Background: an optimization exercise with open tools, aiming at small area. Do not read the settings as production practice. Function was checked by simulation only, so behaviour that the tests miss may differ from the original. Power is estimated from default activity; no workload was simulated.

==> flow/design.v <==
package regfile_2r1w_pkg;
  localparam int DEF_DATA_W = 32;
  localparam int DEF_ADDR_W = 5;
  function automatic int depth_of(input int aw);
    depth_of = 1 << aw;
  endfunction
endpackage
module onehot_dec
#(
  parameter int ADDR_W = regfile_2r1w_pkg::DEF_ADDR_W
) (
  input  logic                          en,
  input  logic [ADDR_W-1:0]             addr,
  output logic [regfile_2r1w_pkg::depth_of(ADDR_W)-1:0]   strobe
);
  always_comb begin
    strobe = '0;
    if (en) begin
      strobe[addr] = 1'b1;
    end
  end
endmodule
module rf_wmux (
  input  logic d,
  input  logic s,
  input  logic q,
  input  logic sn,
  output logic y
);
  assign y = (d & s) | (q & sn);
endmodule
module rf_ao222n (
  input  logic a0,
  input  logic s0,
  input  logic a1,
  input  logic s1,
  input  logic a2,
  input  logic s2,
  output logic y
);
  assign y = ~((a0 & s0) | (a1 & s1) | (a2 & s2));
endmodule
module rf_rdbit
#(
  parameter int NIN = 33
) (
  input  logic [NIN-1:0] a,
  input  logic [NIN-1:0] s,
  output logic           y
);
  localparam int NG = (NIN + 2) / 3;
  logic [3*NG-1:0] ax;
  logic [3*NG-1:0] sx;
  logic [NG-1:0]   yn;
  assign ax = {{(3*NG-NIN){1'b0}}, a};
  assign sx = {{(3*NG-NIN){1'b0}}, s};
  for (genvar g = 0; g < NG; g++) begin : g_grp
    rf_ao222n u_ao (
      .a0(ax[3*g]),   .s0(sx[3*g]),
      .a1(ax[3*g+1]), .s1(sx[3*g+1]),
      .a2(ax[3*g+2]), .s2(sx[3*g+2]),
      .y (yn[g])
    );
  end
  assign y = ~&yn;
endmodule
module regfile_2r1w
#(
  parameter int DATA_W   = regfile_2r1w_pkg::DEF_DATA_W,
  parameter int ADDR_W   = regfile_2r1w_pkg::DEF_ADDR_W,
  parameter int ZERO_REG = 1
) (
  input  logic              clk,
  input  logic              rst_n,
  input  logic              we,
  input  logic [ADDR_W-1:0] waddr,
  input  logic [DATA_W-1:0] wdata,
  input  logic              clr,
  input  logic              re1,
  input  logic [ADDR_W-1:0] raddr1,
  input  logic              re2,
  input  logic [ADDR_W-1:0] raddr2,
  output logic [DATA_W-1:0] rdata1,
  output logic [DATA_W-1:0] rdata2,
  output logic              rvalid1,
  output logic              rvalid2
);
  localparam int DEPTH = regfile_2r1w_pkg::depth_of(ADDR_W);
  localparam int FIRST = (ZERO_REG != 0) ? 1 : 0;
  localparam int NW    = DEPTH - FIRST;   
  localparam int NIN   = NW + 2;          
  logic [DATA_W-1:0] mem_q [DEPTH];
  logic [DATA_W-1:0] mem_d [DEPTH];
  logic [DEPTH-1:0]  live_q;
  logic [DEPTH-1:0]  wr_strobe;
  logic [DEPTH-1:0]  wr_hold;
  logic [DEPTH-1:0]  rd1_strobe;
  logic [DEPTH-1:0]  rd2_strobe;
  logic [NIN-1:0]    sel1;
  logic [NIN-1:0]    sel2;
  logic [DATA_W-1:0] rdata1_q;
  logic [DATA_W-1:0] rdata2_q;
  logic [DATA_W-1:0] rd1_d;
  logic [DATA_W-1:0] rd2_d;
  logic              vld1_q;
  logic              vld2_q;
  onehot_dec #(.ADDR_W(ADDR_W)) u_wdec (
    .en(we), .addr(waddr), .strobe(wr_strobe)
  );
  onehot_dec #(.ADDR_W(ADDR_W)) u_r1dec (
    .en(re1 & ~clr), .addr(raddr1), .strobe(rd1_strobe)
  );
  onehot_dec #(.ADDR_W(ADDR_W)) u_r2dec (
    .en(re2 & ~clr), .addr(raddr2), .strobe(rd2_strobe)
  );
  assign wr_hold = ~wr_strobe;
  for (genvar k = 0; k < DEPTH; k++) begin : g_reg
    if (k < FIRST) begin : g_zero
      assign mem_q[k]  = '0;
      assign mem_d[k]  = '0;
      assign live_q[k] = 1'b0;
    end else begin : g_store
      for (genvar b = 0; b < DATA_W; b++) begin : g_bit
        rf_wmux u_wmux (
          .d (wdata[b]),
          .s (wr_strobe[k]),
          .q (mem_q[k][b]),
          .sn(wr_hold[k]),
          .y (mem_d[k][b])
        );
      end
      always_ff @(posedge clk) begin
        mem_q[k] <= mem_d[k];
      end
      always_ff @(posedge clk or negedge rst_n) begin
        if (!rst_n) begin
          live_q[k] <= 1'b0;
        end else if (clr) begin
          live_q[k] <= 1'b0;
        end else if (wr_strobe[k]) begin
          live_q[k] <= 1'b1;
        end
      end
      assign sel1[k-FIRST] = rd1_strobe[k] & live_q[k] & wr_hold[k];
      assign sel2[k-FIRST] = rd2_strobe[k] & live_q[k] & wr_hold[k];
    end
  end
  assign sel1[NW]   = |(rd1_strobe[DEPTH-1:FIRST] & wr_strobe[DEPTH-1:FIRST]);
  assign sel2[NW]   = |(rd2_strobe[DEPTH-1:FIRST] & wr_strobe[DEPTH-1:FIRST]);
  assign sel1[NW+1] = ~re1;
  assign sel2[NW+1] = ~re2;
  for (genvar b = 0; b < DATA_W; b++) begin : g_rd
    logic [NIN-1:0] a1;
    logic [NIN-1:0] a2;
    for (genvar k = FIRST; k < DEPTH; k++) begin : g_in
      assign a1[k-FIRST] = mem_q[k][b];
      assign a2[k-FIRST] = mem_q[k][b];
    end
    assign a1[NW]   = wdata[b];
    assign a2[NW]   = wdata[b];
    assign a1[NW+1] = rdata1_q[b];
    assign a2[NW+1] = rdata2_q[b];
    rf_rdbit #(.NIN(NIN)) u_rd1 (.a(a1), .s(sel1), .y(rd1_d[b]));
    rf_rdbit #(.NIN(NIN)) u_rd2 (.a(a2), .s(sel2), .y(rd2_d[b]));
  end
  always_ff @(posedge clk or negedge rst_n) begin
    if (!rst_n) begin
      rdata1_q <= '0;
      rdata2_q <= '0;
      vld1_q   <= 1'b0;
      vld2_q   <= 1'b0;
    end else begin
      rdata1_q <= rd1_d;
      rdata2_q <= rd2_d;
      vld1_q   <= re1;
      vld2_q   <= re2;
    end
  end
  assign rdata1  = rdata1_q;
  assign rdata2  = rdata2_q;
  assign rvalid1 = vld1_q;
  assign rvalid2 = vld2_q;
endmodule
==> flow/run.sh <==
#!/bin/bash
# synth_recipe.tcl (not shown) runs the flow's synth.tcl, then flattens the netlist and writes it again
# the make line also repeats each setting of config.mk as NAME=value (left out here)
make -C /OpenROAD-flow-scripts/flow DESIGN_CONFIG=/design/flow/config.mk WORK_HOME=/design/flow/orfs CLKGATE_MAP_FILE= SYNTH_SCRIPT=/design/flow/synth_recipe.tcl finish
==> flow/config.mk <==
export PLATFORM = sky130hd
export DESIGN_NAME = regfile_2r1w
export DESIGN_NICKNAME = regfile_2r1w
export VERILOG_FILES = /design/flow/design.v
export SDC_FILE = /design/flow/constraint.sdc
export NUM_CORES = 4
export LEC_CHECK = 0
export CAP_MARGIN = 20
export CORE_MARGIN = 2
export CORE_UTILIZATION = 40
export SLEW_MARGIN = 20
export SYNTH_HIERARCHICAL = 1
export SYNTH_MINIMUM_KEEP_SIZE = 0
==> flow/constraint.sdc <==
create_clock -name core_clock -period 4.0 [get_ports {clk}]
set_input_delay 0.8000 -clock core_clock [delete_from_list [all_inputs] [get_ports {clk}]]
set_output_delay 0.8000 -clock core_clock [all_outputs]
set_load 0.01 [all_outputs]
==> summary.txt <==
Timing
  • Post-layout minimum cycle time: just under 4 ns
  • Fin Setup TNS: 0 ns
  • Final hold vios: 0
  • Final hold slack: approximately 0.15 ns
  • Final WS setup: 0.1039 ns
  • # setup viols final: 0
  • Fmax achieved: roughly 0.26 GHz
  • Actual slew at the worst max-slew pin: between 1 and 1.5 ns
  • Worst Skew: 0.03384 ns
  • Final period util: 97.40%
  • Final slew viol count: 0
  • Slew headroom: roughly 30%

Drt
  • Drt drc: 0
  • Vias: about 42,000
  • Initial DRC Count: a little over 9,000
  • DRT Wirelength: 196,800 um
  • Via/cell ratio: approximately 7.5
  • Post-route ant nets: 0
  • WL per Instance: about 35 um
  • DRT Pass-1 Iters: 14

Setup path
  • Worst Path Arrival: 4.46 ns
  • Critical path type: primary input to flip-flop
  • Critical path peak fanout: 8
  • R2R depth: 5
  • Setup crit end kind: flip-flop
  • CP Launch Type: primary input
  • WP data required: about 4.6 ns

Placed design
  • IO Port Bufs: 118
  • Placed cell area: roughly 0.05 mm2
  • Placed cell count: approximately 5,400
  • Placer Congestion: ~0.96
  • DP Wirelength: 119,600 um
  • Post-place setup slack: -0.7522 ns

Floorplan
  • Die X: around 330 um
  • IO Count: 119
  • CORE AREA: around 0.10 mm2
  • Die Area: 0.1080 mm2
  • Num rows: between 100 and 150
  • Die height: ~330 um
  • Initial Utilization: around two fifths

Logic synthesis
  • Cell count after synthesis: approximately 3,500
  • Synth Cell Area: 0.04214 mm2
  • Syn avg cell area: between 10 and 15 um2
  • Yosys Warn Count: 12
  • Post-synth net total: 3,536

Power and ir drop
  • Worst VDD drop: roughly 0.36 mV
  • LEAKAGE: between 20 and 25 nW
  • Power Density: between 500 and 600 mW/mm2
  • Overall Power: a little under 30 mW

CTS
  • CTS Sinks: 1,089
  • CTS tree: yes
  • Worst-Skew Late Latency: around 0.70 ns
  • Clock buffer depth: 3
  • CTS Buf Count: 112
  • CTS root buf: clkbuf_16
  • Clock transition at the registers of the reported paths: roughly 0.060 ns
  • H-tree levels: 3

Global route
  • Grt ovf: 0
  • Total GRT Usage: roughly 35%
  • First-pass GRT wire length: between 200,000 and 300,000 um
  • Largest net degree at the start of global routing: between 40 and 50
  • Vias in the first global route: about 40,000
  • GR Util met2: 49.37%
  • Met1 GRT Util: between 40% and 50%
  • Grt met3 use: under 10%
  • Gr busiest metal: met2
  • Initial antenna violation count: 1

Layout
  • Layout cells sized above 1: 20.06%
  • Final Instance Count excl. Fillers: 5,652
  • Final #Nets: about 4,200
  • P&R area growth vs syn: 28.37%
  • Final Cell Area: about 0.054 mm2
  • Final core occ: 51.61%
  • # fillers: around 9,300

Job
  • Max-cap viol count: 0

Status
  • Status: finished clean

Hold path
  • Worst Hold Class: primary input to async pin
## layer usage
metal	vias up	wire, um
li1	17353	-
met1	20811	76140
met2	3685	80580
met3	590	27620
met4	8	12280
met5	-	136
## timing repair
item                       in CTS  in global routing
setup endpoints to repair       0                 48
hold buffers                    0                  0
resized for setup               0                 18
buffers inserted                0                 11
## worst max-delay path: stages
cell and delay [ns]:
clkdlybuf4s50_1 0.43, inv_1 0.09, ha_2 0.24, mux2_2 0.41, a21oi_4 0.17, buf_4 0.14, buf_4 0.12, nor2_1 0.11
a22oi_2 0.24, nand4_1 0.15, or4_4 0.51, buf_12 0.18, clkbuf_16 0.18, a222oi_1 0.23, nand3_1 0.12, or3_1 0.32
## final timing paths
| check | startpoint | endpoint | slack, ns |
|---|---|---|---|
| max in group asynchronous | rst_n | rdata2_q[19]$_DFF_PN0_ | 2.79 |
| hold reg to reg | mem_q[29][15]$_DFF_P_ | mem_q[29][15]$_DFF_P_ | 0.50 |
| setup reg to reg | live_q[6]$_DFFE_PN0P_ | rdata2_q[6]$_DFF_PN0_ | 1.72 |
| setup / recovery | raddr1[0] | rdata1_q[5]$_DFF_PN0_ | 0.10 |
| hold / removal | rst_n | live_q[7]$_DFFE_PN0P_ | 0.15 |
| min in group core_clock | mem_q[29][15]$_DFF_P_ | mem_q[29][15]$_DFF_P_ | 0.50 |
## registers in the layout, summed over array words and instances (netlist names)
register  count
mem_q       992
rdata1_q     32
rdata2_q     32
live_q       31
vld1_q        1
vld2_q        1
## power breakdown
group	switching [mW]	total (mW)	internal (mW)
Sequential	2.09	15.6	13.5
Clock	4.61	10.9	6.25
Combinational	1.13	3.03	1.90
Total	7.83	29.5	21.6
## layout by cell type (no fill, tap or decap), drive strengths merged, types with 24 or more instances in the layout
cell type,count
nand4,132
dfrtp,97
dfxtp,992
nor2,163
a222oi,706
clkbuf,172
clkdlybuf4s50,115
buf,496
clkinv,28
a22oi,24
a22o,994
and3,62
clkinvlp,33
or3,64
nand3,86
## cell type report
cell class	instances	area, um2	share of cell area [%]
clock inverter	41	474.2	0.8766
clock buffer	170	3324	6.145
timing repair buffer	615	5878	10.87
sequential	1089	22290	41.20
multi-input combinational	2304	20120	37.19
inverter	39	269.0	0.4973
antenna	3	7.507	0.01388
tap	1391	1740	3.217

## what the ideal ports hide
The results above use ideal ports. As a check the final layout listed here was re-extracted and re-timed, cells and wires unchanged. Step 1 assumes that a clkbuf_16 drives the clock port and a buf_2 every other input. Step 2 also shifts input and output timing later by t, the mid clock arrival at the registers, as if the neighbouring blocks saw the same clock. Three values: ideal ports, drivers, drivers and shift; two values: the first two.
t (ns): 0.762
setup WS [ns]: 0.104 / 0.155 / -0.607
hold slack, ns: 0.153 / 0.108 / 0.500
With both steps, setup timing fails in this run, where it was met with ideal ports. The setup slack of this run moves by +0.051 ns with the drivers and by -0.711 ns with both steps.
